Source: an optimization exercise on an open RTL-to-GDS flow (aim: a short achievable clock period and few clock cycles per item). Production flows keep margins and buffers that such runs may drop.
The RTL was checked by simulation tests, not by an equivalence proof against the original design.
The flow treats the clock pin as an ideal source, which a real chip does not have.
Power figures rest on the tool's default switching activity, not on a simulated workload.

==> inputs of build 31 <==
Design ppm_image_stream_decoder_unit, start of the top module:
module ppm_image_stream_decoder_unit
#(
  parameter int MAX_DIM = 65535
) (
  input  wire logic        clk,
  input  wire logic        rst,
  input  wire logic        byte_valid,
  output logic             byte_stall,
  input  wire logic [9:0]  byte_data,
  output logic             result_valid,
  input  wire logic        result_stall,
  output logic [101:0]     result_data
);
clock: 8.0 ns
lec_check: 0
abc_clock_period_in_ps: 2500
cap_margin: 20
core_margin: 2
core_utilization: 40
cts_cluster_diameter: 150
cts_cluster_size: 20
slew_margin: 20
standard.sh (not shown) runs the stock make flow with config.mk's settings and CLKGATE_MAP_FILE= SYNTH_SCRIPT=/design/flow/synth_recipe.tcl, a recipe that flattens the netlist after the stock synthesis.
==> flow/flow/run.sh <==
#!/bin/bash
# Standard layout, with three additions:
#  - after placement, output buffers and the flip-flops driving them are
#    moved next to their pins (pullout.tcl);
#  - after CTS, the top of the clock tree is flattened (retree.tcl);
#  - the resizer's setup repair aims below the clock period (a larger
#    slack margin).
# Each tool's output goes to its own log in this folder.
set -euo pipefail
export RES=orfs/results/$FLOW_PLATFORM/ppm_image_stream_decoder_unit/base
bash standard.sh SETUP_SLACK_MARGIN=6 place > standard_place.log 2>&1
openroad -no_init -exit flow/pullout.tcl > pullout.log 2>&1
bash standard.sh SETUP_SLACK_MARGIN=6 cts > standard_cts.log 2>&1
openroad -no_init -exit flow/retree.tcl > retree.log 2>&1
bash standard.sh SETUP_SLACK_MARGIN=6 finish > standard_finish.log 2>&1
==> flow/flow/pullout.tcl <==
# After global and detailed placement: put each output port's buffer, and
# the flip-flop that drives it, next to the port's pin (pullout_proc.tcl),
# then legalize.
set P $::env(FLOW_HOME)/platforms/$::env(FLOW_PLATFORM)
set RES $::env(RES)
read_lef $P/lef/sky130_fd_sc_hd.tlef
read_lef $P/lef/sky130_fd_sc_hd_merged.lef
read_liberty $P/lib/sky130_fd_sc_hd__tt_025C_1v80.lib
read_db $RES/3_place.odb
read_sdc $RES/3_place.sdc
source $P/setRC.tcl
source [file dirname [info script]]/pullout_proc.tcl
estimate_parasitics -placement
report_checks -path_delay max -to [all_outputs] -format end -group_path_count 5
pull_outputs
detailed_placement
check_placement
estimate_parasitics -placement
report_checks -path_delay max -to [all_outputs] -format end -group_path_count 5
write_db $RES/3_place.odb
==> flow/flow/pullout_proc.tcl <==
# Move each output port's buffer next to its pin, and the flip-flop that
# drives the buffer next to the buffer; detailed placement then legalizes.
proc pull_outputs {} {
  set block [ord::get_db_block]
  set core [$block getCoreArea]
  set cx0 [$core xMin]; set cy0 [$core yMin]; set cx1 [$core xMax]; set cy1 [$core yMax]
  set n 0
  foreach bt [$block getBTerms] {
    if {[$bt getIoType] != "OUTPUT"} continue
    set net [$bt getNet]
    set buf ""
    foreach it [$net getITerms] { if {[$it isOutputSignal]} { set buf [$it getInst] } }
    if {$buf eq ""} continue
    set ff ""
    set ait [$buf findITerm A]
    if {$ait eq "NULL"} continue
    foreach it [[$ait getNet] getITerms] { if {[$it isOutputSignal]} { set ff [$it getInst] } }
    set bb [$bt getBBox]
    set px [expr {([$bb xMin] + [$bb xMax]) / 2}]
    set py [expr {([$bb yMin] + [$bb yMax]) / 2}]
    set x [expr {min(max($px, $cx0), $cx1 - 3000)}]
    set y [expr {min(max($py, $cy0), $cy1 - 3000)}]
    $buf setLocation $x $y
    if {$ff ne "" && [string match "*df*" [[$ff getMaster] getName]]} {
      $ff setLocation $x $y
    }
    incr n
  }
  puts "PULLOUT moved $n output buffers"
}
Other scripts of this flow, unchanged in this note and not shown: flow/flow/retree.tcl, flow/flow/retree_proc.tcl
==> trial 16: changes against build 31 <==
--- a/flow/design.v
+++ b/flow/design.v
@@ -49,27 +49,27 @@
   input  wire logic        byte_valid,
   output logic             byte_stall,
   input  wire logic [9:0]  byte_data,
   output logic             result_valid,
   input  wire logic        result_stall,
   output logic [101:0]     result_data
 );
   localparam logic [16:0] MAX_DIM_V = 17'(MAX_DIM);
-  logic hold, in_stall;
-  assign byte_stall = in_stall;
+  logic hold;
+  assign byte_stall = hold;
   logic       in_v, in_sof, in_eof, force_sof;
   logic [7:0] in_b;
   always_ff @(posedge clk) begin
     if (rst) begin
       in_v <= 1'b0;
       force_sof <= 1'b1;
     end else if (!hold) begin
-      in_v <= byte_valid && !in_stall;
-      if (byte_valid && !in_stall) force_sof <= 1'b0;
+      in_v <= byte_valid;
+      if (byte_valid) force_sof <= 1'b0;
     end
     if (!hold) begin
       in_b   <= byte_data[9:2];
       in_sof <= byte_data[1] | force_sof;
       in_eof <= byte_data[0];
     end
   end
   logic       c_v, c_sof, c_eof;
@@ -209,35 +209,21 @@
         t_ovf <= n_ovf; t_bcd <= n_bcd;
         t_ml <= n_ml; t_mp <= n_mp; t_m3 <= n_m3; t_m6 <= n_m6;
         t_bin <= n_bin; t_txt <= n_txt; t_ph <= n_ph;
       end
     end
   end
   logic        v1_v, v1_sof, v1_eof, v1_tok, v1_smp;
   logic [2:0]  v1_ph;
-  logic        v1_bin, v1_mok, v1_good, v1_ng, v1_ovf, v1_nz, v1_big, v1_le255;
+  logic        v1_bin, v1_mok, v1_good, v1_ng, v1_ovf, v1_nz;
   logic [16:0] v1_t4, v1_t3;
   logic [9:0]  v1_t2;
   logic [6:0]  v1_t1;
   logic [7:0]  v1_byte;
-  localparam logic [3:0] MD4 = 4'((MAX_DIM / 10000) % 10);
-  localparam logic [3:0] MD3 = 4'((MAX_DIM / 1000) % 10);
-  localparam logic [3:0] MD2 = 4'((MAX_DIM / 100) % 10);
-  localparam logic [3:0] MD1 = 4'((MAX_DIM / 10) % 10);
-  localparam logic [3:0] MD0 = 4'(MAX_DIM % 10);
-  logic e_gtmax, e_le255;
-  assign e_gtmax = (MAX_DIM > 99999) ? 1'b0 :
-                   (e_bcd[19:16] > MD4) || (e_bcd[19:16] == MD4 &&
-                   ((e_bcd[15:12] > MD3) || (e_bcd[15:12] == MD3 &&
-                   ((e_bcd[11:8] > MD2) || (e_bcd[11:8] == MD2 &&
-                   ((e_bcd[7:4] > MD1) || (e_bcd[7:4] == MD1 && e_bcd[3:0] > MD0)))))));
-  assign e_le255 = (e_bcd[19:12] == 8'd0) &&
-                   ((e_bcd[11:8] < 4'd2) || (e_bcd[11:8] == 4'd2 &&
-                   ((e_bcd[7:4] < 4'd5) || (e_bcd[7:4] == 4'd5 && e_bcd[3:0] <= 4'd5))));
   logic [16:0] e_t4, e_t3;
   logic [9:0]  e_t2, e_t1;
   always_comb begin
     unique case (e_bcd[19:16])
       4'd0: e_t4 = 17'd0;
       4'd1: e_t4 = 17'd10000;
       4'd2: e_t4 = 17'd20000;
       4'd3: e_t4 = 17'd30000;
@@ -298,82 +284,77 @@
   always_ff @(posedge clk) begin
     if (rst) v1_v <= 1'b0;
     else if (!hold) v1_v <= e_v;
     if (!hold) begin
       v1_sof <= e_sof; v1_eof <= e_eof; v1_tok <= e_tok; v1_smp <= e_smp;
       v1_ph <= e_ph; v1_bin <= e_bin; v1_mok <= e_mok; v1_good <= e_good;
       v1_ng <= e_ng; v1_ovf <= e_ovf; v1_byte <= e_b;
       v1_nz <= e_ovf || (e_bcd != 20'd0);
-      v1_big <= e_ovf || e_gtmax;
-      v1_le255 <= !e_ovf && e_le255;
       v1_t4 <= e_t4;
       v1_t3 <= e_t3;
       v1_t2 <= e_t2;
       v1_t1 <= 7'(e_t1) + 7'(e_bcd[3:0]);
     end
   end
   logic        v2_v, v2_sof, v2_eof, v2_tok, v2_smp;
   logic [2:0]  v2_ph;
-  logic        v2_bin, v2_mok, v2_good, v2_neg, v2_ovf, v2_nz, v2_big, v2_le255;
+  logic        v2_bin, v2_mok, v2_good, v2_neg, v2_ovf, v2_nz;
   logic [16:0] v2_hi;
   logic [9:0]  v2_lo;
   logic [7:0]  v2_byte;
   always_ff @(posedge clk) begin
     if (rst) v2_v <= 1'b0;
     else if (!hold) v2_v <= v1_v;
     if (!hold) begin
       v2_sof <= v1_sof; v2_eof <= v1_eof; v2_tok <= v1_tok; v2_smp <= v1_smp;
       v2_ph <= v1_ph; v2_bin <= v1_bin; v2_mok <= v1_mok; v2_good <= v1_good;
       v2_neg <= v1_ng && v1_nz; v2_ovf <= v1_ovf; v2_nz <= v1_nz; v2_byte <= v1_byte;
-      v2_big <= v1_big; v2_le255 <= v1_le255;
       v2_hi <= v1_t4 + v1_t3;
       v2_lo <= v1_t2 + 10'(v1_t1);
     end
   end
   logic        v3_v, v3_sof, v3_eof, v3_tok, v3_smp;
   logic [2:0]  v3_ph;
-  logic        v3_bin, v3_mok, v3_good, v3_neg, v3_ovf, v3_nz, v3_big, v3_le255;
+  logic        v3_bin, v3_mok, v3_good, v3_neg, v3_ovf, v3_nz;
   logic [16:0] v3_val;
   logic [7:0]  v3_byte;
   always_ff @(posedge clk) begin
     if (rst) v3_v <= 1'b0;
     else if (!hold) v3_v <= v2_v;
     if (!hold) begin
       v3_sof <= v2_sof; v3_eof <= v2_eof; v3_tok <= v2_tok; v3_smp <= v2_smp;
       v3_ph <= v2_ph; v3_bin <= v2_bin; v3_mok <= v2_mok; v3_good <= v2_good;
       v3_neg <= v2_neg; v3_ovf <= v2_ovf; v3_nz <= v2_nz; v3_byte <= v2_byte;
-      v3_big <= v2_big; v3_le255 <= v2_le255;
       v3_val <= v2_hi + 17'(v2_lo);
     end
   end
   logic [15:0] hw, hh;
-  logic        hwz, hhz;    
   logic [7:0]  hm;
   logic        v_big, v_le255;
   logic [15:0] v_dim;
   logic [1:0]  v_kind;
   logic [2:0]  v_code;
   logic [7:0]  v_s;
   logic        v_bad;
   always_comb begin
-    v_big   = v3_big;
-    v_le255 = v3_le255;
+    v_big   = v3_ovf || (v3_val > MAX_DIM_V);
+    v_le255 = !v3_ovf && (v3_val[16:8] == 9'd0);
     v_dim   = (v3_neg || v_big) ? 16'd0 : v3_val[15:0];
     v_kind  = ppmdec_pkg::EV_NONE;
     v_code  = ppmdec_pkg::ERR_MAGIC;
     v_s     = v3_val[7:0];
     v_bad   = 1'b0;
     if (v3_tok) begin
       if (v3_ph == ppmdec_pkg::PH_MAGIC) begin
         if (!v3_mok) v_kind = ppmdec_pkg::EV_ERROR;
       end else if (!v3_good) begin
         v_kind = ppmdec_pkg::EV_ERROR; v_code = ppmdec_pkg::ERR_INTEGER;
       end else if (v3_ph == ppmdec_pkg::PH_MAXVAL) begin
-        if (hwz || hhz) begin
+        if (hw == 16'd0 || hh == 16'd0) begin
           v_kind = ppmdec_pkg::EV_ERROR; v_code = ppmdec_pkg::ERR_SIZE;
         end else if (v3_neg || !v3_nz || !v_le255) begin
           v_kind = ppmdec_pkg::EV_ERROR; v_code = ppmdec_pkg::ERR_MAXVAL;
         end else begin
           v_kind = ppmdec_pkg::EV_HEADER;
         end
       end else if (v3_ph == ppmdec_pkg::PH_PIXELS) begin
         v_kind = ppmdec_pkg::EV_SAMPLE;
@@ -434,18 +415,18 @@
       p_x[1] <= {1'b0, p_x[0][7:0], 8'd0} - {9'd0, p_x[0][7:0]};
       p_x[2] <= {p_x[1][15:0], 1'b0} + {9'd0, p_m[1]};
       for (int k = 3; k < NK; k++) begin
         p_x[k][16:8] <= d_ge[k] ? 9'(d_t[k] - {1'b0, p_m[k-1], 1'b0}) : d_t[k][8:0];
         p_x[k][7:0]  <= {p_x[k-1][6:0], d_ge[k]};
       end
     end
     if (!hold && v3_v && v3_tok) begin
-      if (v3_ph == ppmdec_pkg::PH_WIDTH)  begin hw <= v_dim; hwz <= v3_neg || v3_big || !v3_nz; end
-      if (v3_ph == ppmdec_pkg::PH_HEIGHT) begin hh <= v_dim; hhz <= v3_neg || v3_big || !v3_nz; end
+      if (v3_ph == ppmdec_pkg::PH_WIDTH)  hw <= v_dim;
+      if (v3_ph == ppmdec_pkg::PH_HEIGHT) hh <= v_dim;
       if (v3_ph == ppmdec_pkg::PH_MAXVAL) hm <= v3_val[7:0];
     end
   end
   localparam int RW = 62;
   logic        s_stop, s_done, s_rf;
   logic [1:0]  s_comp;
   logic [7:0]  s_red, s_green;
   logic [15:0] s_col, s_row, s_wm1, s_hm1;
@@ -567,21 +548,20 @@
                  !q_c0[61] ? q_c0[55:16] : 40'd0,
                  q_c0[59:56]};
   assign q_e1 = {q_c1[61:60],
                  (q_c1[61:60] == ppmdec_pkg::KIND_PIXEL) ? q_c1[55:0] : 56'd0,
                  !q_c1[61] ? q_c1[55:16] : 40'd0,
                  q_c1[59:56]};
   always_ff @(posedge clk) begin
     if (rst) begin
-      q_th <= 4'd0; q_wp <= 2'd0; q_rp <= 2'd0; out_v <= 1'b0; hold <= 1'b0; in_stall <= 1'b0;
+      q_th <= 4'd0; q_wp <= 2'd0; q_rp <= 2'd0; out_v <= 1'b0; hold <= 1'b0;
     end else begin
       q_th  <= pop ? q_th_p : q_th_a;
       hold  <= pop ? q_th_p[2] : q_th_a[2];
-      in_stall <= pop ? q_th_p[1] : q_th_a[1];
       if (push) q_wp <= q_wp + (rr_two ? 2'd2 : 2'd1);
       if (pop) q_rp <= q_rp1;
       out_v <= pop ? q_th_p[0] : q_th_a[0];
     end
     for (int i = 0; i < 4; i++) begin
       if (push && q_wp == 2'(i)) q_mem[i] <= rr_a;
       if (push && rr_two && q_wp == 2'(i - 1)) q_mem[i] <= RES_INCOMPLETE;
     end
==> flow/flow/run.sh (replaced) <==
#!/bin/bash
# Standard layout up to CTS; then the top of the clock tree is flattened
# (retree.tcl); then the standard layout runs on to the end. The resizer's
# setup repair aims below the clock period (a larger slack margin).
set -euo pipefail
bash standard.sh SETUP_SLACK_MARGIN=6 cts > standard_cts.log 2>&1
export RES=orfs/results/$FLOW_PLATFORM/ppm_image_stream_decoder_unit/base
openroad -no_init -exit flow/retree.tcl > retree.log 2>&1
bash standard.sh SETUP_SLACK_MARGIN=6 finish > standard_finish.log 2>&1
removed: flow/flow/pullout.tcl
removed: flow/flow/pullout_proc.tcl
==> summary of the runs <==
- Area after synthesis is about the same in trial 16 and build 31.
- In clock power, build 31 and trial 16 hardly differ.
- Against trial 16, the via count of build 31 is smaller by 7.3%.
- Between build 31 and trial 16, the lower critical path depth is in trial 16 (gap 1).
- Setup slack: trial 16 is worse than build 31 (3.1 ps).
- In build 31 the synthesized cell count is larger than in trial 16, by about 0.4%.
- Between trial 16 and build 31, the lower clock skew is in build 31 (gap 27 ps).
- Between trial 16 and build 31, the lower sequential share of layout area is in trial 16 (gap 1.8 points).
==> figures <==
metric	trial 16	build 31
Run status	complete, no violations	complete, no violations
Multi-input gate share of total cell area	0.324	0.348
Start point of the critical path	hold	q_th[1]
Power attributed to combinational cells	2.52 mW	2.48 mW
Total half-perimeter wirelength after legalization and detailed placement	73900 um	74500 um
Initial antenna violation count	3	1
Overall die area	138000 um^2	138000 um^2
Power in the clock group	3.66 mW	3.63 mW
Gates resized, CTS repair	1045	982
Die height	371 um	371 um
Core box area	133000 um^2	134000 um^2
Number of placed instances with taps included	6050	6068
Synth Area in Simple Gates	0.111	0.108
Register bit count reported by yosys	1255	1257
Internal power	10.5 mW	10.5 mW
Sum of met2 wire segment lengths after detailed routing	79500 um	72800 um
Worst supply voltage drop on vdd	0.204 mV	0.214 mV
Testbench counts of build 31, summed over its fixed seeds: cycles 61,437, items 61,285.
Testbench counts of trial 16, summed over its fixed seeds: cycles 61,437, items 61,285.

## port drivers added, routing unchanged
How much do the figures lean on ideal ports? The routed layouts below were timed once more, with nothing changed but the port constraints. Step 1 sets driving cells, clkbuf_16 on the clock port and buf_2 on the other inputs (assumed; they add their load-dependent delay and slew). Step 2 times the ports against the registers' clock, not the clock port: input delays grow and output delays shrink by t, the midpoint of the rising clock arrivals with the driver on. Three values: no drivers, after step 1, after step 2; two values: the first two.
run	shift t [ns]	setup WS [ns]	latest minus earliest clock arrival (ns)
build 31	0.659	5.279 / 5.130 / 5.112	0.044 / 0.044
trial 16	0.674	5.276 / 5.123 / 5.271	0.063 / 0.062
After both steps setup and hold are still met in every run listed. The setup slack of build 31, which loses most, moves by -0.149 ns with the drivers and by -0.167 ns with both steps.
